Background: an optimization exercise with open tools, aiming at small area. Do not read the settings as production practice. At most, simulation tests tie the RTL to the original design; equivalence was not proved. The RTL of run 6 was laid out without a check of its function. No activity file was given, so power comes from the tool's default toggle rates.

`flow/design.v`:
```
package skf_pkg;
    localparam int VALUE_W   = 32;
    localparam int COV_FRAC  = 30;
    localparam int COV_W     = COV_FRAC + 2;
    localparam int REG_W     = COV_W;
    localparam int CFG_IDX_W = 2;
    localparam logic [CFG_IDX_W-1:0] REG_PROCESS_NOISE     = CFG_IDX_W'(0);
    localparam logic [CFG_IDX_W-1:0] REG_MEASUREMENT_NOISE = CFG_IDX_W'(1);
    localparam logic [REG_W-1:0]     Q_RESET   = REG_W'(1073742);
    localparam logic [REG_W-1:0]     R_RESET   = REG_W'(10737418);
    localparam logic [2:0] P_IDLE = 3'd0;   
    localparam logic [2:0] P_PRE  = 3'd1;   
    localparam logic [2:0] P_DIV  = 3'd2;   
    localparam logic [2:0] P_EMUL = 3'd3;   
    localparam logic [2:0] P_ECPY = 3'd4;   
    localparam logic [2:0] P_CMUL = 3'd5;   
    localparam logic [2:0] P_CCPY = 3'd6;   
endpackage
module skf_sadd (
    input  logic a,
    input  logic b,
    input  logic ci,
    output logic s,
    output logic co
);
    assign s  = a ^ b ^ ci;
    assign co = (a & b) | (ci & (a ^ b));
endmodule
import skf_pkg::*;
module scalar_kalman_filter_unit (
    input  logic                                 i_clk,
    input  logic                                 i_rst_n,
    input  logic                                 i_in_valid,
    output logic                                 o_in_stall,
    input  logic signed [skf_pkg::VALUE_W-1:0]   i_sample,
    output logic                                 o_out_valid,
    input  logic                                 i_out_stall,
    output logic signed [skf_pkg::VALUE_W-1:0]   o_estimate,
    input  logic                                 i_cfg_we,
    input  logic [skf_pkg::CFG_IDX_W-1:0]        i_cfg_index,
    input  logic [skf_pkg::REG_W-1:0]            i_cfg_data
);
    logic [4:0]  r_cyc;         
    logic [4:0]  r_pc;          
    logic [2:0]  r_ph;
    logic        r_out_valid;
    logic [REG_W-1:0]   r_q, r_r;
    logic [VALUE_W-1:0] r_est;
    logic [31:0]        r_cov;   
    logic [31:0]        r_rem;   
    logic [32:0]        r_g;     
    logic               r_qdef, r_rdef, r_covdef, r_estz;
    logic r_c1, r_c2, r_c3;      
    logic r_d;                   
    logic r_gcap;                
    logic r_seen;                
    logic r_rneg;                
    logic r_satp, r_satd;        
    logic r_rz, r_s1z, r_s1m;    
    logic [REG_W-1:0]   q_reset, r_reset;
    assign q_reset = Q_RESET;
    assign r_reset = R_RESET;
    logic j0, j31;
    logic ph_idle, ph_pre, ph_div, ph_emul, ph_ecpy, ph_cmul, ph_ccpy;
    logic q_bit, r_bit, s_bit, cov_bit, pred_bit, est_bit, smp_bit, take;
    logic g_bit, m_bit;
    logic gz, gm, div_sign, gbit_w;
    logic a_x, a_y, a_ci, a_s, a_co;
    logic b_x, b_ci, b_s, b_co, den_bit;
    logic sub, acc_bit, m_x, m_y, m_ci, m_s, m_co, m_hi;
    logic mul, est_sh, est_in, cov_in, rem31_in, rem30_in, g30_in, g0_in;
    assign j0  = (r_cyc == 5'd0);
    assign j31 = (r_cyc == 5'd31);
    assign ph_idle = (r_ph == P_IDLE);
    assign ph_pre  = (r_ph == P_PRE);
    assign ph_div  = (r_ph == P_DIV);
    assign ph_emul = (r_ph == P_EMUL);
    assign ph_ecpy = (r_ph == P_ECPY);
    assign ph_cmul = (r_ph == P_CMUL);
    assign ph_ccpy = (r_ph == P_CCPY);
    assign mul     = ph_emul || ph_cmul;
    assign q_bit    = r_qdef ? q_reset[r_cyc] : r_q[r_cyc];
    assign r_bit    = r_rdef ? r_reset[r_cyc] : r_r[r_cyc];
    assign s_bit    = i_sample[r_cyc];
    assign cov_bit  = r_covdef ? (r_cyc == 5'd30) : r_cov[0];
    assign pred_bit = r_satp || r_cov[0];
    assign est_bit  = !r_estz && r_est[0];
    assign smp_bit  = r_estz ? r_est[0] : s_bit;
    assign g_bit = j0 ? r_g[0] : r_gcap;
    assign m_bit = g_bit ^ r_seen;
    assign a_x  = ph_pre ? cov_bit : (g_bit && smp_bit);
    assign a_y  = ph_pre ? q_bit : (m_bit && est_bit);
    assign a_ci = !j0 && r_c1;
    skf_sadd u_add_a (.a(a_x), .b(a_y), .ci(a_ci), .s(a_s), .co(a_co));
    assign b_x  = ph_pre ? a_s : pred_bit;
    assign b_ci = !j0 && r_c2;
    skf_sadd u_add_b (.a(b_x), .b(r_bit), .ci(b_ci), .s(b_s), .co(b_co));
    assign den_bit = r_satd || b_s;
    assign sub     = !r_rneg;
    assign acc_bit = (r_pc != 5'd0) && r_rem[0];
    assign m_x     = ph_div ? (!j0 && r_d) : acc_bit;
    assign m_y     = ph_div ? (den_bit ^ sub) : (ph_emul ? a_s : (m_bit && pred_bit));
    assign m_ci    = j0 ? (ph_div && sub) : r_c3;
    skf_sadd u_add_m (.a(m_x), .b(m_y), .ci(m_ci), .s(m_s), .co(m_co));
    assign div_sign = r_rem[0] ^ sub ^ m_co;
    assign m_hi     = ph_emul ? (m_x ^ a_x ^ a_y ^ a_co ^ m_co) : m_co;
    assign gz     = r_rz && r_s1z && !r_satp;
    assign gm     = !gz && (r_satp || r_s1m || r_rz);
    assign gbit_w = gm || (!gz && !div_sign);
    assign cov_in   = ph_pre  ? a_s :
                      ph_ccpy ? (r_seen ? r_rem[0] : r_cov[0]) : r_cov[0];
    assign rem31_in = ph_pre ? a_s : ph_div ? m_s : (mul && j31) ? m_hi : r_rem[0];
    assign rem30_in = (mul && !j0) ? m_s : r_rem[31];
    assign g30_in   = (mul || ph_ecpy) ? r_g[0] : r_g[31];
    assign g0_in    = (ph_div && j31) ? gbit_w : r_g[1];
    assign est_sh   = ph_emul || ph_ecpy || (ph_pre && r_estz);
    assign est_in   = ph_pre  ? s_bit :
                      ph_ecpy ? (r_seen ? r_rem[0] : (!r_estz && r_est[0])) : r_est[0];
    always_ff @(posedge i_clk) begin
        r_cov <= {cov_in, r_cov[31:1]};
        r_rem <= {rem31_in, rem30_in, r_rem[30:1]};
        r_g   <= {r_g[0], r_g[32], g30_in, r_g[30:2], g0_in};
        if (est_sh) r_est <= {est_in, r_est[VALUE_W-1:1]};
        r_c1 <= a_co;
        r_c2 <= b_co;
        r_c3 <= m_co;
        r_d  <= r_rem[0];
        if (j0) r_gcap <= r_g[0];
        if (ph_idle) begin
            r_rz  <= 1'b1;
            r_s1z <= 1'b1;
            r_s1m <= 1'b1;
        end else if (ph_pre) begin
            r_rz  <= r_rz && !r_bit;
            r_s1z <= r_s1z && !a_s;
            r_s1m <= r_s1m && a_s;
        end
        if (ph_pre && j31) begin
            r_satp <= a_co;
            r_satd <= b_co;
        end
        if (ph_pre) r_rneg <= 1'b0;
        else if (ph_div && j31) r_rneg <= div_sign;
        if (j31) begin
            r_seen <= mul && (r_seen || g_bit);
        end
        if (i_cfg_we && i_cfg_index == REG_PROCESS_NOISE) r_q <= i_cfg_data;
        if (i_cfg_we && i_cfg_index == REG_MEASUREMENT_NOISE) r_r <= i_cfg_data;
        if (!i_rst_n) begin
            r_cyc       <= '0;
            r_pc        <= '0;
            r_ph        <= P_IDLE;
            r_out_valid <= 1'b0;
            r_qdef      <= 1'b1;
            r_rdef      <= 1'b1;
            r_covdef    <= 1'b1;
            r_estz      <= 1'b1;
        end else begin
            r_cyc <= r_cyc + 5'd1;
            if (i_cfg_we && i_cfg_index == REG_PROCESS_NOISE) r_qdef <= 1'b0;
            if (i_cfg_we && i_cfg_index == REG_MEASUREMENT_NOISE) r_rdef <= 1'b0;
            if (ph_pre && j31) r_covdef <= 1'b0;
            if (ph_ecpy && j31) r_estz <= 1'b0;
            if (ph_ecpy && j31) begin
                r_out_valid <= 1'b1;
            end else if (!i_out_stall) begin
                r_out_valid <= 1'b0;
            end
            if (j31) begin
                r_pc <= ((ph_div || mul) && r_pc != 5'd29) ? r_pc + 5'd1 : 5'd0;
                case (r_ph)
                    P_IDLE: if (i_in_valid && (!r_out_valid || !i_out_stall)) r_ph <= P_PRE;
                    P_PRE:  r_ph <= P_DIV;
                    P_DIV:  if (r_pc == 5'd29) r_ph <= P_EMUL;
                    P_EMUL: if (r_pc == 5'd29) r_ph <= P_ECPY;
                    P_ECPY: r_ph <= P_CMUL;
                    P_CMUL: if (r_pc == 5'd29) r_ph <= P_CCPY;
                    default: r_ph <= P_IDLE;
                endcase
            end
        end
    end
    assign take        = r_estz ? ph_pre : (ph_emul && r_pc == 5'd29);
    assign o_in_stall  = !(take && j31);
    assign o_out_valid = r_out_valid;
    assign o_estimate  = r_est;
endmodule
```
`flow/config.mk`:
```
export PLATFORM = sky130hd
export DESIGN_NAME = scalar_kalman_filter_unit
export DESIGN_NICKNAME = scalar_kalman_filter_unit
export VERILOG_FILES = /design/flow/design.v
export SDC_FILE = /design/flow/constraint.sdc
export NUM_CORES = 4
export LEC_CHECK = 0
export CAP_MARGIN = 20
export CORE_MARGIN = 2
export CORE_UTILIZATION = 40
export SLEW_MARGIN = 20
```
`flow/flow/run.sh`:
```
#!/bin/bash
# Standard ORFS layout, with the smallest buffer on the ports and a clock tree
# of small buffers without dummy loads. Make's output goes to flow.log here;
# each ORFS step keeps its own log under orfs/logs.
set -euo pipefail
bash standard.sh \
  "BUFFER_PORTS_ARGS=-buffer_cell sky130_fd_sc_hd__buf_1" \
  "CTS_ARGS=-sink_clustering_enable -repair_clock_nets -buf_list sky130_fd_sc_hd__clkbuf_8 -sink_clustering_size 20 -sink_clustering_max_diameter 60 -root_buf sky130_fd_sc_hd__clkbuf_4 -tree_buf sky130_fd_sc_hd__clkbuf_4 -dont_use_dummy_load" \
  finish > flow.log 2>&1
```
`flow/standard.sh`:
```
#!/bin/bash
# synth_recipe.tcl (not shown) runs the flow's synth.tcl, then flattens the netlist and writes it again
# the make line also repeats each setting of config.mk as NAME=value (left out here)
make -C /OpenROAD-flow-scripts/flow DESIGN_CONFIG=/design/flow/config.mk WORK_HOME=/design/flow/orfs CLKGATE_MAP_FILE= SYNTH_SCRIPT=/design/flow/synth_recipe.tcl "${@:-finish}"
```
`flow/constraint.sdc`:
```
create_clock -name core_clock -period 12.0 [get_ports {i_clk}]
set_input_delay 2.4000 -clock core_clock [delete_from_list [all_inputs] [get_ports {i_clk}]]
set_output_delay 2.4000 -clock core_clock [all_outputs]
set_load 0.01 [all_outputs]
```
==> flow_metrics.env, run 1 <==
export IMPL_crit_slowest_cell="fa_1"
export IMPL_wl_per_cell_um=15.9
export IMPL_synth_flop_cell="dfxtp_1"
export IMPL_nNetsFinal=703
export IMPL_clk_pin_slew_ns=0.11
export IMPL_worst_pin_slew_ns=0.991
export IMPL_yosys_warnings=1
export IMPL_num_rows=50
export IMPL_synth_area_per_cell_um2=14.7
export IMPL_synth_seq_area_share=0.715
export IMPL_relSlewSlack=0.338
export IMPL_coreArea_mm2=0.0187
export IMPL_rrSetupSlack_ns=5.98
export IMPL_outcome="no timing/DRC/antenna violations"
export IMPL_fin_util=0.451
export IMPL_cts_root_buf="clkbuf_4"
export IMPL_drc=0
export IMPL_port_buffer_count=104
export IMPL_crit_chain="buf_1 -> mux4_2 -> a22o_1 -> a211o_1 -> nand2_1 -> o41a_1 -> fa_1 -> a21oi_1 -> fa_1 -> nor2_1 -> xor2_1 -> o211ai_1 -> o21ai_0 -> fa_1 -> xnor2_1 -> xnor2_1 -> nor3_1 -> a21oi_1 -> nor2_1 -> a31oi_1"
export IMPL_cts_sinks=223
export IMPL_die_w_um=142
export IMPL_initial_core_util=0.408
export IMPL_cts_tree="done"
export IMPL_htree_num_levels=1
export IMPL_layout_drive_gt1_share=0.0872
export IMPL_dp_worst_setup_slack_ns=5.22
export IMPL_critPathMaxFanout=6
export IMPL_cp_start_kind="input port"
export IMPL_clockBufferDepth=3
export IMPL_async_flop_share=0
export IMPL_gp_congestion=0.887
export IMPL_ys_ff_latch=223
export IMPL_maxSlewViolCount=0
export IMPL_fin_setup_tns_ns=0
export IMPL_clkLatencyLatePin_ns=0.62
export IMPL_synth_fp_nets=601
export IMPL_cts_resized=0
export IMPL_grt_pass1_wl_um=22300
export IMPL_dp_hpwl_um=9200
export IMPL_dieArea_mm2=0.0202
export IMPL_skew_ns=0.0554
export IMPL_pin_count=105
export IMPL_end_kind="register"
export IMPL_finalSetupViolCount=0
export IMPL_yosysUniqueCellTypes=68
export IMPL_hp_class="reg2reg"
export IMPL_critical_path_top_delay_family="compound AO/OA/AOI/OAI gates"
export IMPL_worst_ep_required_time_ns=12.47
export IMPL_initialDrtViolationCount=266
export IMPL_postRouteAntennaNets=0
export IMPL_gr_usage_all_layers=0.137
export IMPL_numCtsBuffers=16
export IMPL_synthCells=519
export IMPL_cts_post_setup_buffers_inserted=0
export IMPL_crit_type="in2reg"
export IMPL_peakVddDrop_mv=0.0858
export IMPL_fin_crit_sh=0.511
export IMPL_synthesis_area_mm2=0.00762
export IMPL_rsz0062_at_grt="no"
export IMPL_first_pass_iters=4
export IMPL_vias=4355
export IMPL_worstPathArrival_ns=6.60
export IMPL_crit_buf_inv=1
export IMPL_yosys_area_top_type="edfxtp_1"
export IMPL_worst_slack_ns=5.87
export IMPL_cap_violations=0
export IMPL_yosysTopAreaCellShare=0.390
export IMPL_fill_cells=1637
export IMPL_die_h_um=142
export IMPL_first_global_vias=4426
export IMPL_cp_common_cell="fa_1"
export IMPL_gr_total_overflow=0
export IMPL_grt_max_degree=40
export IMPL_synth_enable_flop_cells=99
export IMPL_synth_area_leaders="edfxtp_1 (39%), dfxtp_1 (33%), mux4_2 (4.1%)"
export IMPL_min_period_ns=6.13
export IMPL_drt_total_wl_um=13600
export IMPL_max_clock_freq_mhz=163
export IMPL_area_delta_synth_final_pct=10.7
export IMPL_power_leakage_nw=2.86
export IMPL_holdBufCountCts=0
export IMPL_cp_slowest_stage_delay_ns=0.51
export IMPL_via_per_inst=5.10
export IMPL_grt_antenna_before_repair=1
export IMPL_hold_violations=0
export IMPL_powerDensity_mw_per_mm2=141
layout by cell type, fill, tap and decap left out, types with 3 or more instances in the layout:
| cell | netlist | routed |
|---|---|---|
| inv_1 | 8 | 8 |
| mux2_1 | 4 | 4 |
| nand2b_1 | 3 | 3 |
| nor2b_1 | 8 | 8 |
| a311oi_1 | 4 | 4 |
| clkbuf_8 | 0 | 13 |
| dfxtp_1 | 124 | 123 |
| xnor2_1 | 7 | 7 |
| nand3b_1 | 3 | 3 |
| buf_4 | 1 | 5 |
| nand2_1 | 28 | 28 |
| a31oi_1 | 5 | 5 |
| buf_1 | 3 | 104 |
| clkbuf_4 | 0 | 3 |
| xor2_1 | 5 | 5 |
| nand3_1 | 13 | 13 |
| a21boi_0 | 5 | 5 |
| a21oi_1 | 18 | 18 |
| mux4_2 | 14 | 14 |
| nor3b_1 | 4 | 3 |
| mux2i_1 | 11 | 11 |
| nor2_1 | 25 | 25 |
| and2_1 | 9 | 9 |
| o211ai_1 | 5 | 5 |
| nand4_1 | 3 | 3 |
| ha_1 | 8 | 8 |
| o21ai_0 | 25 | 24 |
| fa_1 | 3 | 3 |
| edfxtp_1 | 99 | 99 |
| inv_2 | 5 | 5 |
sequential cells by signal, indices dropped and copies added (netlist names), 5 cells and up:
| register | flops |
|---|---|
| r_cov | 32 |
| r_r | 32 |
| r_rem | 32 |
| r_cyc | 5 |
| r_pc | 5 |
| r_g | 33 |
| r_est | 32 |
| r_q | 32 |
layout make-up:
cell class / count / area [um^2] / share of cell area
Antenna cell: 1 / 2.50 / 0.000297
Clock buffer: 16 / 201 / 0.0239
Inverter: 13 / 48.8 / 0.00578
Multi-Input combinational cell: 258 / 2010 / 0.238
Sequential cell: 223 / 5460 / 0.647
Tap cell: 234 / 293 / 0.0347
Timing Repair Buffer: 109 / 428 / 0.0507
report_power, final:
group | total (mW) | internal, mW | switching (mW)
clock network | 0.317 | 0.109 | 0.209
registers | 0.813 | 0.805 | 0.00778
logic | 0.0593 | 0.0283 | 0.0310
worst reg2reg max path, stage by stage (launching register included):
cell and delay, ns:
dfxtp_2 0.96, inv_2 0.28, ha_1 0.27, or4b_4 0.27, mux2i_2 0.29, ha_1 0.29
a31oi_1 0.43, o21bai_1 0.23, fa_1 0.56, a21oi_1 0.23, fa_1 0.41, nor2_1 0.13
xor2_1 0.08, o211ai_1 0.15, o21ai_0 0.14, fa_1 0.48, xnor2_1 0.26, xnor2_1 0.10
nor3_1 0.14, a21oi_1 0.06, nor2_1 0.08, a31oi_1 0.08
per-stage QoR:
step | power, mW | hold WS (ns) | area (um^2) | instances
final | 1.19 | 0.289 | 8440 | 854
after floorplan | 0.869 | 0.310 | 7620 | 519
after global placement | 0.888 | 0.312 | 8230 | 837
after detailed placement | 0.890 | 0.312 | 8230 | 837
after CTS | 1.21 | 0.289 | 8440 | 853
after global routing | 1.24 | 0.303 | 8440 | 854
cell usage after synthesis (3+ instances only):
master    number
nor2b_1        8
o21ai_0       25
buf_2          7
nor2_1        25
a21oi_1       18
a31oi_1        5
nand2_1       28
nand3_1       13
nand4_1        3
buf_1          3
o211ai_1       5
a21boi_0       5
xor2_1         5
a311oi_1       4
xnor2_1        7
inv_2          5
ha_1           8
and2_1         9
nand2b_1       3
clkbuf_1      12
nor3b_1        4
edfxtp_1      99
mux4_2        14
nand3b_1       3
fa_1           3
mux2i_1       11
mux2_1         4
dfxtp_1      124
inv_1          8
path summary, 6_finish.rpt:
check,startpoint,endpoint,cells after the start
max reg2reg,r_cyc[0],r_g[0],21
min,r_g[11],r_g[10],0
min reg2reg,r_g[11],r_g[10],0
max,i_sample[23],r_g[0],20
logic make-up after synthesis:
| group | share of synthesized area |
|---|---|
| muxes | 0.0665 |
| xor gates and xnor gates | 0.0138 |
| AOI/OAI and AO/OA | 0.0825 |
| DFF | 0.715 |
| adders and majority gates | 0.0210 |
| buffers and inverters | 0.0223 |
| and+or+nand+nor | 0.0784 |
per-layer routing:
layer	vias to the layer above	global-route usage	share of wire
li1	2089	-	-
met1	2115	0.182	0.46
met2	122	0.224	0.46
met3	29	0.0296	0.054
met4	0	0.0447	0.026
met5	-	0	0
==> run 2, diff against run 1 <==
--- a/flow/design.v
+++ b/flow/design.v
@@ -49,7 +49,8 @@
     logic [31:0]        r_cov;   
     logic [31:0]        r_rem;   
     logic [32:0]        r_g;     
-    logic               r_qdef, r_rdef, r_covdef, r_estz;
+    logic               r_qdef, r_rdef;
+    logic               r_fresh;  
     logic r_c1, r_c2, r_c3;      
     logic r_d;                   
     logic r_gcap;                
@@ -82,10 +83,10 @@
     assign q_bit    = r_qdef ? q_reset[r_cyc] : r_q[r_cyc];
     assign r_bit    = r_rdef ? r_reset[r_cyc] : r_r[r_cyc];
     assign s_bit    = i_sample[r_cyc];
-    assign cov_bit  = r_covdef ? (r_cyc == 5'd30) : r_cov[0];
+    assign cov_bit  = r_fresh ? (r_cyc == 5'd30) : r_cov[0];
     assign pred_bit = r_satp || r_cov[0];
-    assign est_bit  = !r_estz && r_est[0];
-    assign smp_bit  = r_estz ? r_est[0] : s_bit;
+    assign est_bit  = !r_fresh && r_est[0];
+    assign smp_bit  = r_fresh ? r_est[0] : s_bit;
     assign g_bit = j0 ? r_g[0] : r_gcap;
     assign m_bit = g_bit ^ r_seen;
     assign a_x  = ph_pre ? cov_bit : (g_bit && smp_bit);
@@ -113,9 +114,9 @@
     assign rem30_in = (mul && !j0) ? m_s : r_rem[31];
     assign g30_in   = (mul || ph_ecpy) ? r_g[0] : r_g[31];
     assign g0_in    = (ph_div && j31) ? gbit_w : r_g[1];
-    assign est_sh   = ph_emul || ph_ecpy || (ph_pre && r_estz);
+    assign est_sh   = ph_emul || ph_ecpy || (ph_pre && r_fresh);
     assign est_in   = ph_pre  ? s_bit :
-                      ph_ecpy ? (r_seen ? r_rem[0] : (!r_estz && r_est[0])) : r_est[0];
+                      ph_ecpy ? (r_seen ? r_rem[0] : (!r_fresh && r_est[0])) : r_est[0];
     always_ff @(posedge i_clk) begin
         r_cov <= {cov_in, r_cov[31:1]};
         r_rem <= {rem31_in, rem30_in, r_rem[30:1]};
@@ -153,14 +154,12 @@
             r_out_valid <= 1'b0;
             r_qdef      <= 1'b1;
             r_rdef      <= 1'b1;
-            r_covdef    <= 1'b1;
-            r_estz      <= 1'b1;
+            r_fresh     <= 1'b1;
         end else begin
             r_cyc <= r_cyc + 5'd1;
             if (i_cfg_we && i_cfg_index == REG_PROCESS_NOISE) r_qdef <= 1'b0;
             if (i_cfg_we && i_cfg_index == REG_MEASUREMENT_NOISE) r_rdef <= 1'b0;
-            if (ph_pre && j31) r_covdef <= 1'b0;
-            if (ph_ecpy && j31) r_estz <= 1'b0;
+            if (ph_ecpy && j31) r_fresh <= 1'b0;
             if (ph_ecpy && j31) begin
                 r_out_valid <= 1'b1;
             end else if (!i_out_stall) begin
@@ -180,7 +179,7 @@
             end
         end
     end
-    assign take        = r_estz ? ph_pre : (ph_emul && r_pc == 5'd29);
+    assign take        = r_fresh ? ph_pre : (ph_emul && r_pc == 5'd29);
     assign o_in_stall  = !(take && j31);
     assign o_out_valid = r_out_valid;
     assign o_estimate  = r_est;
==> run 2 against run 1 <==
Sequential share of layout area rose by 0.97 points. Clock skew shrank 0.017 ns. Clock power about the same. Non-clock buffer count is the same. Critical path depth up 1. Still clean on timing, DRC and antenna.
==> flow_metrics.env, run 2 <==
export IMPL_drc=0
export IMPL_fin_setup_tns_ns=0
export IMPL_grt_antenna_before_repair=1
export IMPL_synth_most_common_cell="dfxtp_1"
export IMPL_yosysUniqueCellTypes=57
export IMPL_gr_usage_all_layers=0.143
export IMPL_area_delta_synth_final_pct=11.2
export IMPL_yosys_warnings=1
export IMPL_maxSlewViolCount=0
export IMPL_wl_per_cell_um=16.3
export IMPL_synth_fp_nets=599
export IMPL_worst_ep_required_time_ns=12.53
export IMPL_fill_cells=1648
export IMPL_dieArea_mm2=0.0197
export IMPL_via_per_inst=5.09
export IMPL_yosysTopAreaCellShare=0.399
export IMPL_max_clock_freq_mhz=162
export IMPL_initial_core_util=0.411
export IMPL_r2r_end="r_g[0]"
export IMPL_r2r_start="r_cyc[0]"
export IMPL_rsz0062_at_grt="no"
export IMPL_clockBufferDepth=3
export IMPL_regMostFlops="r_g"
export IMPL_worst_slack_ns=5.81
export IMPL_grt_max_degree=40
export IMPL_powerDensity_mw_per_mm2=143
export IMPL_synth_seq_area_share=0.729
export IMPL_relSlewSlack=0.542
export IMPL_cts_sinks=222
export IMPL_worst_pin_slew_ns=0.688
export IMPL_crit_type="in2reg"
export IMPL_cp_start_kind="input port"
export IMPL_min_period_ns=6.19
export IMPL_die_h_um=140
export IMPL_grt_pass1_wl_um=22800
export IMPL_dp_hpwl_um=9410
export IMPL_postRouteAntennaNets=0
export IMPL_synthesis_area_mm2=0.00745
export IMPL_synthTopCellsByCount="dfxtp_1 (123), edfxtp_1 (99), nor2_1 (31)"
export IMPL_power_leakage_nw=2.84
export IMPL_pin_count=105
export IMPL_ys_ff_latch=222
export IMPL_synth_flop_cell="dfxtp_1"
export IMPL_worstPathArrival_ns=6.71
export IMPL_hp_class="reg2reg"
export IMPL_layout_drive_gt1_share=0.0660
export IMPL_largest_reg_flops=33
export IMPL_startpoint="i_sample[2]"
export IMPL_coreArea_mm2=0.0181
export IMPL_final_cell_mix="dfxtp_1 (122), buf_1 (104), edfxtp_1 (99)"
export IMPL_outcome="no timing/DRC/antenna violations"
export IMPL_async_flop_share=0
export IMPL_synth_area_per_cell_um2=14.4
export IMPL_gr_total_overflow=0
export IMPL_reg2reg_depth=23
export IMPL_yosys_area_top_type="edfxtp_1"
export IMPL_critPathMaxFanout=6
export IMPL_die_w_um=140
export IMPL_end_kind="register"
export IMPL_cts_root_buf="clkbuf_4"
export IMPL_finalSetupViolCount=0
export IMPL_vias=4333
export IMPL_nNetsFinal=705
export IMPL_num_rows=49
export IMPL_cts_tree="done"
export IMPL_dp_worst_setup_slack_ns=5.24
export IMPL_first_pass_iters=5
export IMPL_cts_post_setup_buffers_inserted=0
export IMPL_synthCells=517
export IMPL_htree_num_levels=1
export IMPL_rrSetupSlack_ns=6.29
export IMPL_cts_resized=0
export IMPL_synth_area_leaders="edfxtp_1 (40%), dfxtp_1 (33%), mux4_2 (2.7%)"
export IMPL_clk_pin_slew_ns=0.10
export IMPL_hold_violations=0
export IMPL_clkLatencyLatePin_ns=0.59
export IMPL_first_global_vias=4337
export IMPL_hold_start="r_rem[18]"
export IMPL_holdBufCountCts=0
export IMPL_skew_ns=0.0383
export IMPL_gp_congestion=0.851
export IMPL_peakVddDrop_mv=0.0979
export IMPL_initialDrtViolationCount=286
export IMPL_drt_total_wl_um=13900
export IMPL_numCtsBuffers=16
export IMPL_port_buffer_count=104
export IMPL_cap_violations=0
export IMPL_synth_enable_flop_cells=99
export IMPL_final_common_cell="dfxtp_1"
export IMPL_cp_endpoint="r_g[0]"
export IMPL_fin_crit_sh=0.516
run 2: cell types whose count changed after synthesis, moves of 4 or more:
cell / change
nor4_1: +4
mux2i_1: +8
nor3_1: +5
mux2_2: +4
nor2_1: +6
mux2_1: -4
inv_2: -4
o21ai_0: -4
inv_1: +8
nand3_1: -5
mux4_2: -5
run 2: worst min-delay path by stage:
| stage | endpoint | slack (ns) | cells past startpoint |
|---|---|---|---|
| 6_report | r_rem[17] | 0.32 | 0 |
| 2_1_floorplan | r_cov[0] | 0.31 | 0 |
| 3_5_place_dp | r_cov[15] | 0.31 | 0 |
| 4_1_cts | r_rem[17] | 0.32 | 0 |
| 5_1_grt | r_cov[5] | 0.33 | 0 |
| 3_3_place_gp | r_g[31] | 0.31 | 0 |
run 2: cell type report:
type | count | area (um^2) | share of cell area
Sequential cell | 222 | 5440 | 0.656
Multi-Input combinational cell | 256 | 1860 | 0.225
Timing Repair Buffer | 109 | 428 | 0.0517
Tap cell | 229 | 287 | 0.0346
Clock buffer | 16 | 201 | 0.0243
Inverter | 18 | 67.6 | 0.00816
Antenna cell | 1 | 2.50 | 0.000302
run 2: where the power goes:
group	internal, mW	switching (mW)	total [mW]
Sequential	0.800	0.00433	0.804
Combinational	0.0264	0.0351	0.0615
Clock	0.109	0.209	0.318
Total	0.935	0.248	1.18
run 2: per-layer routing:
| metal | wire (um) | GRT usage | share of wire |
|---|---|---|---|
| met5 | 0 | 0 | 0 |
| met4 | 296 | 0.0416 | 0.021 |
| met3 | 762 | 0.0301 | 0.055 |
| met2 | 6330 | 0.225 | 0.46 |
| met1 | 6490 | 0.201 | 0.47 |
run 2: logic make-up after synthesis:
group	after synthesis	share of synthesized area
and+or+nand+nor	113	0.0746
AOI/OAI and AO/OA	83	0.0710
buffers and inverters	39	0.0217
DFF	222	0.729
muxes	35	0.0653
adders and majority gates	11	0.0215
xor gates and xnor gates	14	0.0165
run 2: stage by stage:
step                      utilization  hold WS (ns)  area [um^2]  power, mW  instances
after floorplan                     -         0.310         7450      0.861        517
after global placement          0.445         0.312         8080      0.882        834
after detailed placement        0.445         0.312         8080      0.883        834
after CTS                       0.456         0.325         8280       1.20        850
after global routing            0.456         0.331         8280       1.24        851
final                           0.456         0.322         8280       1.18        851
run 2: worst max-delay path, stage by stage:
cell	delay, ns
buf_1	0.10
mux4_2	0.47
o2111ai_1	0.29
o31ai_1	0.14
nor4_1	0.21
o31ai_1	0.14
inv_1	0.10
fa_1	0.47
a21oi_1	0.23
fa_1	0.43
nor2_1	0.14
xor2_1	0.08
o211ai_1	0.15
o21ai_0	0.14
fa_1	0.48
xnor2_1	0.25
xnor2_1	0.15
nor3_1	0.06
a21oi_1	0.11
nor2_1	0.05
a21oi_1	0.13
==> run 3, diff against run 2 <==
--- a/flow/config.mk
+++ b/flow/config.mk
@@ -7,5 +7,5 @@
 export LEC_CHECK = 0
 export CAP_MARGIN = 20
 export CORE_MARGIN = 2
-export CORE_UTILIZATION = 40
+export CORE_UTILIZATION = 60
 export SLEW_MARGIN = 20
==> run 3 against run 2 <==
Still clean. Clock-buffer cell count stayed put. Global-route usage rose by 5.4 points. Maximum frequency grew 0.19%. Worst setup slack better by 0.011 ns. First-iteration DRC count rose by 26%. Register-to-register slack got worse by 0.09 ns. Die area down 32%. Total power decreased by 1.1%. Critical endpoint unchanged. Highest routed layer unchanged.
==> flow_metrics.env, run 3 <==
export IMPL_outcome="no timing/DRC/antenna violations"
export IMPL_cp_start_kind="input port"
export IMPL_worst_slack_ns=5.82
export IMPL_relSlewSlack=0.528
export IMPL_synth_fp_nets=599
export IMPL_worst_pin_slew_ns=0.708
export IMPL_synthTopCellsByCount="dfxtp_1 (123), edfxtp_1 (99), nor2_1 (31)"
export IMPL_via_per_inst=5.35
export IMPL_power_switching_mw=0.235
export IMPL_dp_hpwl_um=8740
export IMPL_synth_enable_flop_cells=99
export IMPL_synth_seq_area_share=0.729
export IMPL_ff_latch_area_mm2=0.00544
export IMPL_pwr_share_seq=0.687
export IMPL_pin_count=105
export IMPL_holdBufCountCts=0
export IMPL_synthesis_area_mm2=0.00745
export IMPL_crit_type="in2reg"
export IMPL_hold_violations=0
export IMPL_clk_pin_slew_ns=0.10
export IMPL_post_dp_cell_area_mm2=0.00800
export IMPL_clockBufferDepth=3
export IMPL_dieArea_mm2=0.0133
export IMPL_cts_root_buf="clkbuf_4"
export IMPL_wl_per_cell_um=16.2
export IMPL_gr_usage_all_layers=0.197
export IMPL_stdcell_count=789
export IMPL_synth_most_common_cell="dfxtp_1"
export IMPL_dp_worst_setup_slack_ns=5.26
export IMPL_yosys_warnings=1
export IMPL_async_flop_share=0
export IMPL_initialDrtViolationCount=361
export IMPL_yosys_area_top_type="edfxtp_1"
export IMPL_swShare=0.201
export IMPL_worstPathArrival_ns=6.63
export IMPL_rsz0062_at_grt="no"
export IMPL_final_cell_mix="dfxtp_1 (122), buf_1 (104), edfxtp_1 (99)"
export IMPL_critPathMaxFanout=6
export IMPL_synthCells=517
export IMPL_fin_setup_tns_ns=0
export IMPL_gr_total_overflow=0
export IMPL_drc=0
export IMPL_clkLatencyLatePin_ns=0.57
export IMPL_powerDensity_mw_per_mm2=143
export IMPL_min_period_ns=6.18
export IMPL_maxSlewViolCount=0
export IMPL_postRouteAntennaNets=0
export IMPL_ys_ff_latch=222
export IMPL_layout_drive_gt1_share=0.0660
export IMPL_numCtsBuffers=16
export IMPL_grt_max_degree=41
export IMPL_fill_cells=906
export IMPL_final_common_cell="dfxtp_1"
export IMPL_cts_resized=0
export IMPL_initial_core_util=0.618
export IMPL_skew_ns=0.0684
export IMPL_coreArea_mm2=0.0121
export IMPL_grt_antenna_before_repair=0
export IMPL_finalSetupViolCount=0
export IMPL_cts_sinks=222
export IMPL_n_antenna_cell=0
export IMPL_power_frac_comb=0.051
export IMPL_num_rows=40
export IMPL_htree_num_levels=1
export IMPL_grt_pass1_wl_um=20800
export IMPL_multi_input_area_mm2=0.00186
export IMPL_synth_area_leaders="edfxtp_1 (40%), dfxtp_1 (33%), mux4_2 (2.7%)"
export IMPL_port_buffer_count=104
export IMPL_largest_reg_flops=33
export IMPL_max_clock_freq_mhz=162
export IMPL_gp_congestion=0.891
export IMPL_die_w_um=115
export IMPL_die_h_um=115
export IMPL_peakVddDrop_mv=0.140
export IMPL_regMostFlops="r_g"
export IMPL_worst_ep_required_time_ns=12.46
export IMPL_area_delta_synth_final_pct=10.1
export IMPL_end_kind="register"
export IMPL_p_int_mw=0.935
export IMPL_cts_tree="done"
export IMPL_fin_util=0.680
export IMPL_yosysTopAreaCellShare=0.399
export IMPL_cap_violations=0
export IMPL_first_pass_iters=4
export IMPL_first_global_vias=4210
export IMPL_vias=4218
export IMPL_yosysUniqueCellTypes=57
export IMPL_placed_cells=773
export IMPL_nNetsFinal=705
export IMPL_fin_crit_sh=0.515
export IMPL_fin_area_mm2=0.00820
export IMPL_synth_flop_cell="dfxtp_1"
export IMPL_synth_area_per_cell_um2=14.4
export IMPL_hp_class="reg2reg"
export IMPL_power_leakage_nw=2.84
export IMPL_clockPowerShare=0.262
export IMPL_cts_post_setup_buffers_inserted=0
export IMPL_drt_total_wl_um=12800
==> run 3: power by group through the flow <==
stage | Clock [mW] | Combinational (mW) | Sequential, mW
3_3_place_gp | 0 | 0.0589 | 0.821
2_1_floorplan | 0 | 0.0414 | 0.820
4_1_cts | 0.320 | 0.0601 | 0.804
3_5_place_dp | 0 | 0.0599 | 0.821
6_report | 0.307 | 0.0595 | 0.804
5_1_grt | 0.348 | 0.0659 | 0.805
==> run 3: kinds of logic after synthesis <==
logic type               count (synthesis)  synth area share
flip-flops                             222             0.729
AND/OR/NAND/NOR                        113            0.0746
AO/OA/AOI/OAI                           83            0.0710
buffers and inverters                   39            0.0217
multiplexers                            35            0.0653
XOR/XNOR                                14            0.0165
adder cells (fa/ha/maj)                 11            0.0215
==> run 3: stage by stage <==
| step | hold WS [ns] | total power [mW] |
|---|---|---|
| floorplan | 0.310 | 0.861 |
| global placement | 0.311 | 0.880 |
| detailed placement | 0.312 | 0.881 |
| CTS | 0.304 | 1.18 |
| global route | 0.308 | 1.22 |
| finish | 0.303 | 1.17 |
==> run 3: final timing paths <==
| path | startpoint | cells after the start | to | slack [ns] |
|---|---|---|---|---|
| min reg2reg | r_cov[30] | 0 | r_cov[29] | 0.30 |
| min | r_cov[30] | 0 | r_cov[29] | 0.30 |
| max reg2reg | r_cyc[1] | 23 | r_g[0] | 6.20 |
| max | i_sample[15] | 21 | r_g[0] | 5.82 |
==> run 3: area by class of cell <==
cell class,count,area share
clock buffer,16,0.0246
inverter,18,0.00824
multi-input combinational,256,0.227
sequential,222,0.663
tap,168,0.0256
timing repair buffer,109,0.0522
==> run 3: critical path: stages <==
cell and delay (ns):
buf_1 0.08, mux4_2 0.23, mux2i_1 0.07, o31ai_1 0.27, nor4_1 0.09, o31ai_1 0.35, inv_1 0.11, fa_1 0.65
a21oi_1 0.12, fa_1 0.54, nor2_1 0.05, xor2_1 0.13, o211ai_1 0.15, o21ai_0 0.14, fa_1 0.48, xnor2_1 0.26
xnor2_1 0.15, nor3_1 0.06, a21oi_1 0.11, nor2_1 0.05, a21oi_1 0.13
==> run 3: routing by layer <==
layer / track usage / vias to the layer above / wire length, um
met4: 0.0474 / 0 / 206
li1: - / 2077 / -
met3: 0.0319 / 17 / 523
met2: 0.331 / 102 / 6370
met5: 0 / - / 0
met1: 0.275 / 2022 / 5700
==> run 4, diff against run 3 <==
--- a/flow/config.mk
+++ b/flow/config.mk
@@ -7,5 +7,5 @@
 export LEC_CHECK = 0
 export CAP_MARGIN = 20
 export CORE_MARGIN = 2
-export CORE_UTILIZATION = 60
+export CORE_UTILIZATION = 50
 export SLEW_MARGIN = 20
==> run 4 against run 3 <==
Total power increased by 0.63%. Global-route usage decreased by 3.1 points. Synthesized cell count unchanged. Sequential share of layout area decreased by 0.18 points. Clock skew decreased by 0.044 ns. Worst hold slack improved by 0.0053 ns. Highest routed layer unchanged.
==> flow_metrics.env, run 4 <==
export IMPL_area_delta_synth_final_pct=10.4
export IMPL_yosysUniqueCellTypes=57
export IMPL_synth_simple_area_share=0.0746
export IMPL_swShare=0.206
export IMPL_synth_fp_nets=599
export IMPL_layout_drive_gt1_share=0.0660
export IMPL_cp_slowest_stage_delay_ns=0.65
export IMPL_r2r_end="r_g[0]"
export IMPL_maxSlewViolCount=0
export IMPL_first_global_vias=4360
export IMPL_synth_area_leaders="edfxtp_1 (40%), dfxtp_1 (33%), mux4_2 (2.7%)"
export IMPL_pin_count=105
export IMPL_end_kind="register"
export IMPL_synth_flop_cell="dfxtp_1"
export IMPL_min_period_ns=6.27
export IMPL_crit_chain="buf_1 -> mux4_2 -> mux2i_1 -> o31ai_1 -> nor4_1 -> o31ai_1 -> inv_1 -> fa_1 -> a21oi_1 -> fa_1 -> nor2_1 -> xor2_1 -> o211ai_1 -> o21ai_0 -> fa_1 -> xnor2_1 -> xnor2_1 -> nor3_1 -> a21oi_1 -> nor2_1 -> a21oi_1"
export IMPL_fin_area_mm2=0.00823
export IMPL_synth_fa_ha_area_frac=0.0215
export IMPL_stdcell_count=806
export IMPL_via_per_inst=5.32
export IMPL_synth_seq_area_share=0.729
export IMPL_synthCells=517
export IMPL_post_dp_cell_area_mm2=0.00802
export IMPL_largest_reg_flops=33
export IMPL_cts_sinks=222
export IMPL_cts_resized=0
export IMPL_critical_path_top_delay_family="adder cells"
export IMPL_die_h_um=126
export IMPL_nNetsFinal=705
export IMPL_clkLatencyLatePin_ns=0.56
export IMPL_critPathMaxFanout=6
export IMPL_holdBufCountCts=0
export IMPL_initialDrtViolationCount=274
export IMPL_cts_post_setup_buffers_inserted=0
export IMPL_synthTopCellsByCount="dfxtp_1 (123), edfxtp_1 (99), nor2_1 (31)"
export IMPL_multi_input_area_mm2=0.00186
export IMPL_synthesis_area_mm2=0.00745
export IMPL_power_frac_comb=0.051
export IMPL_port_buffer_count=104
export IMPL_yosysTopAreaCellShare=0.399
export IMPL_worst_ep_required_time_ns=12.49
export IMPL_gr_total_overflow=0
export IMPL_fin_setup_tns_ns=0
export IMPL_fill_cells=1219
export IMPL_finalSetupViolCount=0
export IMPL_postRouteAntennaNets=0
export IMPL_yosys_area_top_type="edfxtp_1"
export IMPL_pwr_share_seq=0.683
export IMPL_grt_antenna_before_repair=1
export IMPL_htree_num_levels=1
export IMPL_drt_total_wl_um=12900
export IMPL_fin_crit_sh=0.523
export IMPL_synth_enable_flop_cells=99
export IMPL_ys_ff_latch=222
export IMPL_gr_usage_all_layers=0.166
export IMPL_wl_per_cell_um=16.0
export IMPL_dieArea_mm2=0.0159
export IMPL_die_w_um=126
export IMPL_hold_violations=0
export IMPL_crit_type="in2reg"
export IMPL_relSlewSlack=0.545
export IMPL_dp_hpwl_um=8620
export IMPL_skew_ns=0.0242
export IMPL_outcome="no timing/DRC/antenna violations"
export IMPL_worst_path_stages=21
export IMPL_crit_buf_inv=2
export IMPL_reg2reg_depth=23
export IMPL_power_switching_mw=0.242
export IMPL_num_rows=44
export IMPL_worst_slack_ns=5.73
export IMPL_ff_latch_area_mm2=0.00544
export IMPL_worstPathArrival_ns=6.76
export IMPL_synth_most_common_cell="dfxtp_1"
export IMPL_final_common_cell="dfxtp_1"
export IMPL_crit_slowest_cell="fa_1"
export IMPL_grt_max_degree=40
export IMPL_cts_tree="done"
export IMPL_hold_start="r_cov[18]"
export IMPL_placed_cells=789
export IMPL_cts_root_buf="clkbuf_4"
export IMPL_yosys_warnings=1
export IMPL_vias=4285
export IMPL_clk_pin_slew_ns=0.11
export IMPL_p_int_mw=0.935
export IMPL_synth_top_family_by_area="simple AND/OR/NAND/NOR gates"
export IMPL_dp_worst_setup_slack_ns=5.18
export IMPL_clockBufferDepth=3
export IMPL_async_flop_share=0
export IMPL_cp_start_kind="input port"
export IMPL_power_leakage_nw=2.84
export IMPL_synth_compound_area_frac=0.0710
export IMPL_synth_area_per_cell_um2=14.4
export IMPL_min_to="r_cov[17]"
export IMPL_grt_pass1_wl_um=21600
export IMPL_cap_violations=0
export IMPL_coreArea_mm2=0.0145
export IMPL_powerDensity_mw_per_mm2=143
export IMPL_peakVddDrop_mv=0.0984
export IMPL_first_pass_iters=4
export IMPL_regMostFlops="r_g"
export IMPL_synthMuxAreaShare=0.0653
export IMPL_rrSetupSlack_ns=6.25
export IMPL_gp_congestion=0.847
export IMPL_synth_xor_area_frac=0.0165
export IMPL_clockPowerShare=0.266
export IMPL_max_clock_freq_mhz=159
export IMPL_rsz0062_at_grt="no"
export IMPL_drc=0
export IMPL_numCtsBuffers=16
export IMPL_hp_class="reg2reg"
export IMPL_initial_core_util=0.513
export IMPL_min_path_cells=0
export IMPL_worst_pin_slew_ns=0.683
export IMPL_final_cell_mix="dfxtp_1 (122), buf_1 (104), edfxtp_1 (99)"
export IMPL_r2r_start="r_cyc[0]"
## run 4: cells by family after synthesis
| group | after synthesis |
|---|---|
| AOI/OAI and AO/OA | 83 |
| xor gates and xnor gates | 14 |
| adders and majority gates | 11 |
| buffers and inverters | 39 |
| DFF | 222 |
| muxes | 35 |
| and+or+nand+nor | 113 |
## run 4: worst max-delay path by stage
| stage | startpoint | end | slack [ns] |
|---|---|---|---|
| floorplan | i_sample[13] | r_g[0] | 5.69 |
| global placement | i_sample[12] | r_g[0] | 5.37 |
| detailed placement | i_sample[12] | r_g[0] | 5.18 |
| CTS | i_sample[12] | r_g[0] | 5.80 |
| global route | i_sample[12] | r_g[0] | 5.36 |
| finish | i_sample[12] | r_g[0] | 5.73 |
## run 4: stage by stage
step	util	power (mW)	hold WS, ns
after detailed placement	0.552	0.882	0.312
after global placement	0.552	0.881	0.312
after global routing	0.566	1.23	0.313
after CTS	0.566	1.19	0.313
after floorplan	-	0.861	0.310
final	0.566	1.18	0.308
## run 4: final cells by class
cell class | count | share of cell area
Sequential cell | 222 | 0.661
Multi-Input combinational cell | 256 | 0.226
Timing Repair Buffer | 109 | 0.0520
Tap cell | 184 | 0.0280
Clock buffer | 16 | 0.0245
Inverter | 18 | 0.00821
Antenna cell | 1 | 0.000304
## run 4: power by group through the flow
stage | clock network (mW) | registers (mW) | logic, mW
after floorplan | 0 | 0.820 | 0.0414
after global placement | 0 | 0.821 | 0.0599
after detailed placement | 0 | 0.821 | 0.0611
after CTS | 0.327 | 0.804 | 0.0612
after global routing | 0.355 | 0.805 | 0.0675
final | 0.314 | 0.804 | 0.0601
## run 4: routing by layer
layer | wire length [um] | GRT usage | vias to the layer above | part of all wire
li1 | - | - | 2078 | -
met1 | 6010 | 0.229 | 2071 | 0.47
met2 | 6100 | 0.272 | 120 | 0.47
met3 | 609 | 0.0297 | 16 | 0.047
met4 | 187 | 0.0511 | 0 | 0.014
met5 | 0 | 0 | - | 0
## run 4: worst reg2reg max path: stages (launching register included)
cell	delay (ns)
dfxtp_1	0.32
buf_4	0.38
inv_2	0.24
ha_1	0.27
nand3b_1	0.25
mux2_2	0.38
inv_1	0.11
ha_1	0.25
a31oi_1	0.28
o32a_2	0.24
fa_1	0.50
a21oi_1	0.24
fa_1	0.43
nor2_1	0.15
xor2_1	0.08
o211ai_1	0.15
o21ai_0	0.15
fa_1	0.49
xnor2_1	0.27
xnor2_1	0.15
nor3_1	0.06
a21oi_1	0.11
nor2_1	0.06
a21oi_1	0.14
==> run 5, diff against run 4 <==
==> flow/flow/run.sh (replaced) <==
#!/bin/bash
# Standard ORFS layout, with the smallest buffer on the ports and a clock tree
# of small buffers without dummy loads. Make's output goes to flow.log here;
# each ORFS step keeps its own log under orfs/logs.
set -euo pipefail
bash standard.sh \
  "BUFFER_PORTS_ARGS=-buffer_cell sky130_fd_sc_hd__buf_1" \
  "CTS_ARGS=-sink_clustering_enable -repair_clock_nets -buf_list sky130_fd_sc_hd__clkbuf_8 -sink_clustering_size 28 -sink_clustering_max_diameter 45 -root_buf sky130_fd_sc_hd__clkbuf_4 -tree_buf sky130_fd_sc_hd__clkbuf_4 -dont_use_dummy_load" \
  finish > flow.log 2>&1
==> run 5 against run 4 <==
Still clean on timing, DRC and antenna. Worst hold slack got worse by 0.017 ns. Combinational power is essentially flat. Via count is 1.2% higher. Utilization rose by 0.57 points. Non-clock buffer count unchanged. Critical path depth did not move. Critical endpoint unchanged. Largest power group unchanged. Highest routed layer unchanged.
==> flow_metrics.env, run 5 <==
export IMPL_synth_flop_cell="dfxtp_1"
export IMPL_nNetsFinal=711
export IMPL_fill_cells=1201
export IMPL_hp_class="reg2reg"
export IMPL_ys_ff_latch=222
export IMPL_crit_chain="buf_1 -> mux4_2 -> mux2i_1 -> o31ai_1 -> nor4_1 -> o31ai_1 -> inv_1 -> fa_1 -> a21oi_1 -> fa_1 -> nor2_1 -> xor2_1 -> o211ai_1 -> o21ai_0 -> fa_1 -> xnor2_1 -> xnor2_1 -> nor3_1 -> a21oi_1 -> nor2_1 -> a21oi_1"
export IMPL_grt_antenna_before_repair=1
export IMPL_hold_ws_ns=0.291
export IMPL_fin_setup_tns_ns=0
export IMPL_via_per_inst=5.34
export IMPL_wl_met3_um=713
export IMPL_worst_ep_required_time_ns=12.59
export IMPL_rsz0062_at_grt="no"
export IMPL_synth_area_leaders="edfxtp_1 (40%), dfxtp_1 (33%), mux4_2 (2.7%)"
export IMPL_crit_type="in2reg"
export IMPL_worstPathArrival_ns=6.74
export IMPL_cts_tree="done"
export IMPL_post_dp_cell_area_mm2=0.00802
export IMPL_holdBufCountCts=0
export IMPL_yosys_area_top_type="edfxtp_1"
export IMPL_yosysUniqueCellTypes=57
export IMPL_wl_met2_um=6000
export IMPL_peakVddDrop_mv=0.0981
export IMPL_synthCells=517
export IMPL_power_leakage_nw=2.88
export IMPL_htree_num_levels=1
export IMPL_async_flop_share=0
export IMPL_synth_enable_flop_cells=99
export IMPL_wl_per_cell_um=16.1
export IMPL_initialDrtViolationCount=251
export IMPL_cts_resized=0
export IMPL_numCtsBuffers=22
export IMPL_synthesis_area_mm2=0.00745
export IMPL_synth_fp_nets=599
export IMPL_min_period_ns=6.15
export IMPL_first_global_vias=4418
export IMPL_worst_slack_ns=5.85
export IMPL_cap_violations=0
export IMPL_clk_pin_slew_ns=0.11
export IMPL_routed_top_layer="met4"
export IMPL_fin_area_mm2=0.00831
export IMPL_powerDensity_mw_per_mm2=148
export IMPL_final_cell_mix="dfxtp_1 (122), buf_1 (104), edfxtp_1 (99)"
export IMPL_max_clock_freq_mhz=163
export IMPL_synth_most_common_cell="dfxtp_1"
export IMPL_synth_area_per_cell_um2=14.4
export IMPL_outcome="no timing/DRC/antenna violations"
export IMPL_dieArea_mm2=0.0159
export IMPL_fin_util=0.572
export IMPL_area_delta_synth_final_pct=11.5
export IMPL_dp_hpwl_um=8620
export IMPL_clockBufferDepth=3
export IMPL_clkLatencyLatePin_ns=0.66
export IMPL_wl_met1_um=6010
export IMPL_final_common_cell="dfxtp_1"
export IMPL_grt_pass1_wl_um=21700
export IMPL_total_power_mw=1.23
export IMPL_critPathMaxFanout=6
export IMPL_maxSlewViolCount=0
export IMPL_yosysTopAreaCellShare=0.399
export IMPL_cts_sinks=222
export IMPL_initial_core_util=0.513
export IMPL_die_w_um=126
export IMPL_relSlewSlack=0.546
export IMPL_finalSetupViolCount=0
export IMPL_placed_cells=789
export IMPL_port_buffer_count=104
export IMPL_crit_slowest_cell="fa_1"
export IMPL_coreArea_mm2=0.0145
export IMPL_drt_total_wl_um=13100
export IMPL_pin_count=105
export IMPL_fin_crit_sh=0.512
export IMPL_stdcell_count=812
export IMPL_synthTopCellsByCount="dfxtp_1 (123), edfxtp_1 (99), nor2_1 (31)"
export IMPL_cp_slowest_stage_delay_ns=0.65
export IMPL_grt_max_degree=40
export IMPL_worst_pin_slew_ns=0.681
export IMPL_gr_total_overflow=0
export IMPL_vias=4338
export IMPL_end_kind="register"
export IMPL_synth_seq_area_share=0.729
export IMPL_layout_drive_gt1_share=0.0750
export IMPL_cts_root_buf="clkbuf_4"
export IMPL_first_pass_iters=4
export IMPL_gp_congestion=0.847
export IMPL_largest_reg_flops=33
export IMPL_drc=0
export IMPL_postRouteAntennaNets=0
export IMPL_die_h_um=126
export IMPL_num_rows=44
export IMPL_yosys_warnings=1
export IMPL_cp_start_kind="input port"
export IMPL_skew_ns=0.0755
export IMPL_hold_violations=0
export IMPL_regMostFlops="r_g"
export IMPL_gr_usage_all_layers=0.169
export IMPL_dp_worst_setup_slack_ns=5.18
export IMPL_cts_post_setup_buffers_inserted=0
run 5: final timing paths:
| check | from | to | cells after the start | slack [ns] |
|---|---|---|---|---|
| setup / recovery | i_sample[12] | r_g[0] | 21 | 5.85 |
| hold / removal | r_g[12] | r_g[11] | 0 | 0.29 |
| setup reg to reg | r_cyc[0] | r_g[0] | 23 | 6.26 |
| hold reg to reg | r_g[12] | r_g[11] | 0 | 0.29 |
run 5: cells by family after synthesis:
kind of cell,Yosys count,share of synthesized area
fa+ha+maj,11,0.0215
mux,35,0.0653
buf+inv,39,0.0217
simple gates,113,0.0746
xor+xnor,14,0.0165
flops,222,0.729
compound gates,83,0.0710
run 5: layout make-up:
type / count / area (um^2) / share of cell area
Sequential cell: 222 / 5440 / 0.654
Multi-Input combinational cell: 256 / 1860 / 0.224
Timing Repair Buffer: 109 / 428 / 0.0515
Clock buffer: 22 / 284 / 0.0342
Tap cell: 184 / 230 / 0.0277
Inverter: 18 / 67.6 / 0.00813
Antenna cell: 1 / 2.50 / 0.000301
run 5: report_power, final:
part	total (mW)	internal, mW	switching, mW
Clock	0.366	0.151	0.215
Sequential	0.804	0.800	0.00412
Combinational	0.0603	0.0264	0.0339
Total	1.23	0.977	0.253
run 5: critical path: cells and delay by family:
family | cells | cell delay [ns]
AO/OA/AOI/OAI | 7 | 1.34
XOR/XNOR | 3 | 0.55
adder cells (fa/ha/maj) | 3 | 1.68
buffers and inverters | 2 | 0.21
multiplexers | 2 | 0.30
AND/OR/NAND/NOR | 4 | 0.28
run 5: layer usage:
layer  vias up  track usage
met1      2086        0.229
li1       2088            -
met4         0       0.0595
met2       134        0.270
met5         -            0
met3        30       0.0382
==> run 6, diff against run 5 <==
--- a/flow/design.v
+++ b/flow/design.v
@@ -49,6 +49,7 @@
     logic [31:0]        r_cov;   
     logic [31:0]        r_rem;   
     logic [32:0]        r_g;     
+    logic [31:0]        r_smp;   
     logic               r_qdef, r_rdef;
     logic               r_fresh;  
     logic r_c1, r_c2, r_c3;      
@@ -63,7 +64,7 @@
     assign r_reset = R_RESET;
     logic j0, j31;
     logic ph_idle, ph_pre, ph_div, ph_emul, ph_ecpy, ph_cmul, ph_ccpy;
-    logic q_bit, r_bit, s_bit, cov_bit, pred_bit, est_bit, smp_bit, take;
+    logic q_bit, r_bit, s_bit, cov_bit, pred_bit, est_bit;
     logic g_bit, m_bit;
     logic gz, gm, div_sign, gbit_w;
     logic a_x, a_y, a_ci, a_s, a_co;
@@ -86,10 +87,9 @@
     assign cov_bit  = r_fresh ? (r_cyc == 5'd30) : r_cov[0];
     assign pred_bit = r_satp || r_cov[0];
     assign est_bit  = !r_fresh && r_est[0];
-    assign smp_bit  = r_fresh ? r_est[0] : s_bit;
     assign g_bit = j0 ? r_g[0] : r_gcap;
     assign m_bit = g_bit ^ r_seen;
-    assign a_x  = ph_pre ? cov_bit : (g_bit && smp_bit);
+    assign a_x  = ph_pre ? cov_bit : (g_bit && r_smp[0]);
     assign a_y  = ph_pre ? q_bit : (m_bit && est_bit);
     assign a_ci = !j0 && r_c1;
     skf_sadd u_add_a (.a(a_x), .b(a_y), .ci(a_ci), .s(a_s), .co(a_co));
@@ -114,13 +114,13 @@
     assign rem30_in = (mul && !j0) ? m_s : r_rem[31];
     assign g30_in   = (mul || ph_ecpy) ? r_g[0] : r_g[31];
     assign g0_in    = (ph_div && j31) ? gbit_w : r_g[1];
-    assign est_sh   = ph_emul || ph_ecpy || (ph_pre && r_fresh);
-    assign est_in   = ph_pre  ? s_bit :
-                      ph_ecpy ? (r_seen ? r_rem[0] : (!r_fresh && r_est[0])) : r_est[0];
+    assign est_sh   = ph_emul || ph_ecpy;
+    assign est_in   = ph_ecpy ? (r_seen ? r_rem[0] : (!r_fresh && r_est[0])) : r_est[0];
     always_ff @(posedge i_clk) begin
         r_cov <= {cov_in, r_cov[31:1]};
         r_rem <= {rem31_in, rem30_in, r_rem[30:1]};
         r_g   <= {r_g[0], r_g[32], g30_in, r_g[30:2], g0_in};
+        r_smp <= {ph_pre ? s_bit : r_smp[0], r_smp[31:1]};
         if (est_sh) r_est <= {est_in, r_est[VALUE_W-1:1]};
         r_c1 <= a_co;
         r_c2 <= b_co;
@@ -179,8 +179,7 @@
             end
         end
     end
-    assign take        = r_fresh ? ph_pre : (ph_emul && r_pc == 5'd29);
-    assign o_in_stall  = !(take && j31);
+    assign o_in_stall  = !(ph_pre && j31);
     assign o_out_valid = r_out_valid;
     assign o_estimate  = r_est;
 endmodule
==> flow/flow/run.sh (replaced) <==
#!/bin/bash
# Standard ORFS layout, with the smallest buffer on the ports and a clock tree
# of small buffers without dummy loads. Make's output goes to flow.log here;
# each ORFS step keeps its own log under orfs/logs.
set -euo pipefail
bash standard.sh \
  "BUFFER_PORTS_ARGS=-buffer_cell sky130_fd_sc_hd__buf_1" \
  "CTS_ARGS=-sink_clustering_enable -repair_clock_nets -buf_list sky130_fd_sc_hd__clkbuf_8 -sink_clustering_size 20 -sink_clustering_max_diameter 60 -root_buf sky130_fd_sc_hd__clkbuf_4 -tree_buf sky130_fd_sc_hd__clkbuf_4 -dont_use_dummy_load" \
  finish > flow.log 2>&1
--- a/flow/config.mk
+++ b/flow/config.mk
@@ -7,5 +7,5 @@
 export LEC_CHECK = 0
 export CAP_MARGIN = 20
 export CORE_MARGIN = 2
-export CORE_UTILIZATION = 50
+export CORE_UTILIZATION = 40
 export SLEW_MARGIN = 20
==> run 6 against run 5 <==
Worst setup slack worse by 0.29 ns. Total power rose by 8.5%. Still clean on timing, DRC and antenna. Sequential power is 14% higher. Combinational power is 0.7% lower. Wire length grew 11%.
==> flow_metrics.env, run 6 <==
export IMPL_outcome="no timing/DRC/antenna violations"
export IMPL_synth_fa_ha_area_frac=0.0196
export IMPL_hold_start="r_g[25]"
export IMPL_synth_top_family_by_area="simple AND/OR/NAND/NOR gates"
export IMPL_min_period_ns=6.43
export IMPL_grt_max_degree=40
export IMPL_yosys_warnings=1
export IMPL_worst_pin_slew_ns=0.925
export IMPL_grt_antenna_before_repair=1
export IMPL_synth_most_common_cell="dfxtp_1"
export IMPL_area_delta_synth_final_pct=11.0
export IMPL_gr_usage_all_layers=0.135
export IMPL_crit_chain="clkinv_1 -> ha_1 -> or4b_4 -> mux2i_4 -> ha_1 -> nand2_1 -> o21ai_0 -> inv_1 -> a41oi_1 -> fa_1 -> nor2_1 -> a21oi_1 -> fa_1 -> nor2_1 -> xnor2_1 -> o21ai_0 -> a22o_1 -> fa_1 -> xnor2_1 -> xnor2_1 -> nor3_1 -> a21oi_1 -> nor2_1 -> a31oi_1"
export IMPL_gr_total_overflow=0
export IMPL_clkLatencyLatePin_ns=0.65
export IMPL_async_flop_share=0
export IMPL_grt_pass1_wl_um=23600
export IMPL_pwr_share_seq=0.686
export IMPL_synth_flop_cell="dfxtp_1"
export IMPL_synth_area_per_cell_um2=15.2
export IMPL_crit_type="reg2reg"
export IMPL_pin_count=105
export IMPL_worst_ep_required_time_ns=12.50
export IMPL_cts_tree="done"
export IMPL_synthMuxAreaShare=0.0658
export IMPL_cts_sinks=254
export IMPL_relSlewSlack=0.383
export IMPL_power_frac_comb=0.045
export IMPL_synthCells=536
export IMPL_num_rows=52
export IMPL_drc=0
export IMPL_rrSetupSlack_ns=5.57
export IMPL_crit_slowest_cell="dfxtp_2"
export IMPL_first_pass_iters=4
export IMPL_top_usage_layer="met2"
export IMPL_clockBufferDepth=3
export IMPL_numCtsBuffers=18
export IMPL_clockPowerShare=0.269
export IMPL_yosysTopAreaCellShare=0.380
export IMPL_initial_core_util=0.406
export IMPL_fin_setup_tns_ns=0
export IMPL_synth_fp_nets=618
export IMPL_crit_buf_inv=2
export IMPL_coreArea_mm2=0.0201
export IMPL_use_met2=0.219
export IMPL_regMostFlops="r_g"
export IMPL_synth_simple_area_share=0.0758
export IMPL_htree_num_levels=1
export IMPL_synth_compound_area_frac=0.0592
export IMPL_final_common_cell="dfxtp_1"
export IMPL_power_switching_mw=0.275
export IMPL_placed_cells=893
export IMPL_min_to="r_g[24]"
export IMPL_gp_congestion=0.842
export IMPL_synth_xor_area_frac=0.0152
export IMPL_postRouteAntennaNets=0
export IMPL_cp_start_kind="register"
export IMPL_vias=4400
export IMPL_yosysUniqueCellTypes=67
export IMPL_swShare=0.206
export IMPL_die_h_um=147
export IMPL_initialDrtViolationCount=331
export IMPL_end_kind="register"
export IMPL_synth_enable_flop_cells=99
export IMPL_skew_ns=0.102
export IMPL_p_int_mw=1.06
export IMPL_synthesis_area_mm2=0.00816
export IMPL_dieArea_mm2=0.0216
export IMPL_power_leakage_nw=3.09
export IMPL_largest_reg_flops=33
export IMPL_critPathMaxFanout=37
export IMPL_final_cell_mix="dfxtp_1 (154), buf_1 (104), edfxtp_1 (99)"
export IMPL_fin_crit_sh=0.536
export IMPL_clk_pin_slew_ns=0.11
export IMPL_synthTopCellsByCount="dfxtp_1 (155), edfxtp_1 (99), nand2_1 (33)"
export IMPL_max_clock_freq_mhz=155
export IMPL_cp_slowest_stage_delay_ns=0.95
export IMPL_first_global_vias=4544
export IMPL_grt_util_met3=0.0239
export IMPL_maxSlewViolCount=0
export IMPL_synth_seq_area_share=0.745
export IMPL_cts_root_buf="clkbuf_4"
export IMPL_cts_resized=0
export IMPL_reg2reg_depth=24
export IMPL_nNetsFinal=725
export IMPL_port_buffer_count=104
export IMPL_via_per_inst=4.82
export IMPL_holdBufCountCts=0
export IMPL_worstPathArrival_ns=6.94
export IMPL_peakVddDrop_mv=0.0896
export IMPL_layout_drive_gt1_share=0.0889
export IMPL_min_path_cells=0
export IMPL_hold_violations=0
export IMPL_critical_path_top_delay_family="adder cells"
export IMPL_cap_violations=0
export IMPL_powerDensity_mw_per_mm2=147
export IMPL_ys_ff_latch=254
export IMPL_wl_per_cell_um=16.0
export IMPL_dp_hpwl_um=9820
export IMPL_drt_total_wl_um=14600
export IMPL_r2r_end="r_g[0]"
export IMPL_finalSetupViolCount=0
export IMPL_yosys_area_top_type="dfxtp_1"
export IMPL_hp_class="reg2reg"
export IMPL_die_w_um=147
export IMPL_gr_usage_met1=0.187
export IMPL_stdcell_count=912
export IMPL_rsz0062_at_grt="no"
export IMPL_fill_cells=1826
export IMPL_r2r_start="r_cyc[0]"
export IMPL_synth_area_leaders="dfxtp_1 (38%), edfxtp_1 (36%), mux4_2 (4.1%)"
export IMPL_cts_post_setup_buffers_inserted=0
run 6: cell types whose count changed after synthesis, sizes merged, moves of 3 or more:
cell and change:
o2111ai -3, a31oi -3, nand4 -3, o211ai -3, inv -4, mux2i -6
nand2 +5, nor2b -3, mux4 +5, dfxtp +32
run 6: cell families after synthesis:
family,after synthesis
adders and majority gates,11
DFF,254
xor gates and xnor gates,12
buffers and inverters,36
and+or+nand+nor,116
muxes,33
AOI/OAI and AO/OA,74
run 6: cell type report:
type / instances / area [um^2] / area share
diodes: 1 / 2.50 / 0.000276
clock buffers: 18 / 229 / 0.0253
inverters: 14 / 52.6 / 0.00580
multi-input cells: 246 / 1930 / 0.213
flip-flops and latches: 254 / 6080 / 0.671
well taps: 270 / 338 / 0.0373
repair buffers: 109 / 428 / 0.0472
run 6: worst max path at each step:
stage / slack (ns) / cells after the start / endpoint / from
floorplan: 6.66 / 26 / r_g[0] / r_cyc[0]
global placement: 5.74 / 24 / r_g[0] / r_cyc[0]
detailed placement: 5.59 / 24 / r_g[0] / r_cyc[0]
CTS: 5.56 / 24 / r_g[0] / r_cyc[0]
global route: 4.95 / 24 / r_g[0] / r_cyc[0]
finish: 5.57 / 24 / r_g[0] / r_cyc[0]
run 6: routing by layer:
metal  share of wire  wire (um)
met2            0.47       6780
met3           0.040        589
met1            0.47       6830
met4           0.025        369
met5               0          0
run 6: power groups by stage:
stage / combinational (mW) / sequential [mW] / clock, mW
4_1_cts: 0.0607 / 0.916 / 0.377
5_1_grt: 0.0664 / 0.918 / 0.408
3_3_place_gp: 0.0590 / 0.935 / 0
6_report: 0.0599 / 0.915 / 0.359
3_5_place_dp: 0.0605 / 0.936 / 0
2_1_floorplan: 0.0443 / 0.930 / 0
run 6: metrics by stage:
stage | hold slack (ns) | power [mW] | area [um^2] | util | setup slack (ns)
3_3_place_gp | 0.312 | 0.994 | 8830 | 0.439 | 5.74
3_5_place_dp | 0.312 | 0.996 | 8830 | 0.439 | 5.59
4_1_cts | 0.257 | 1.35 | 9050 | 0.450 | 5.56
6_report | 0.269 | 1.33 | 9060 | 0.451 | 5.57
5_1_grt | 0.277 | 1.39 | 9060 | 0.451 | 4.95
2_1_floorplan | 0.310 | 0.974 | 8160 | - | 6.66

==> static timing again, ports no longer ideal <==
How much do the figures lean on ideal ports? The routed layouts below were timed once more, with nothing changed but the port constraints.
Step 1 assumes that a clkbuf_16 drives the clock port and a buf_2 every other input.
Step 2 adds t to the input delays and takes it off the output delays; t is the mean of the earliest and latest rising clock arrival at the registers after step 1. Input paths then give back, and output paths get back, about the clock's delay inside the block.
Three values: ideal, step 1, step 2; two values: the first two.
| run | shift t [ns] | setup slack, ns | worst register clock-pin slew, ns | pins driven straight from the clock port |
|---|---|---|---|---|
| run 1 | 0.628 | 5.871 / 5.885 / 5.257 | 0.11 / 0.11 | 1 |
| run 2 | 0.609 | 5.811 / 5.799 / 5.189 | 0.11 / 0.11 | 1 |
| run 3 | 0.566 | 5.822 / 5.818 / 5.253 | 0.11 / 0.11 | 1 |
| run 4 | 0.583 | 5.726 / 5.740 / 5.157 | 0.11 / 0.11 | 1 |
| run 5 | 0.654 | 5.851 / 5.864 / 5.210 | 0.11 / 0.11 | 1 |
| run 6 | 0.640 | 5.566 / 5.566 / 5.566 | 0.11 / 0.11 | 1 |
After both steps setup and hold are still met in every run listed. For run 5, which loses most, drivers alone change the setup slack by +0.013 ns; drivers and shift together by -0.641 ns.
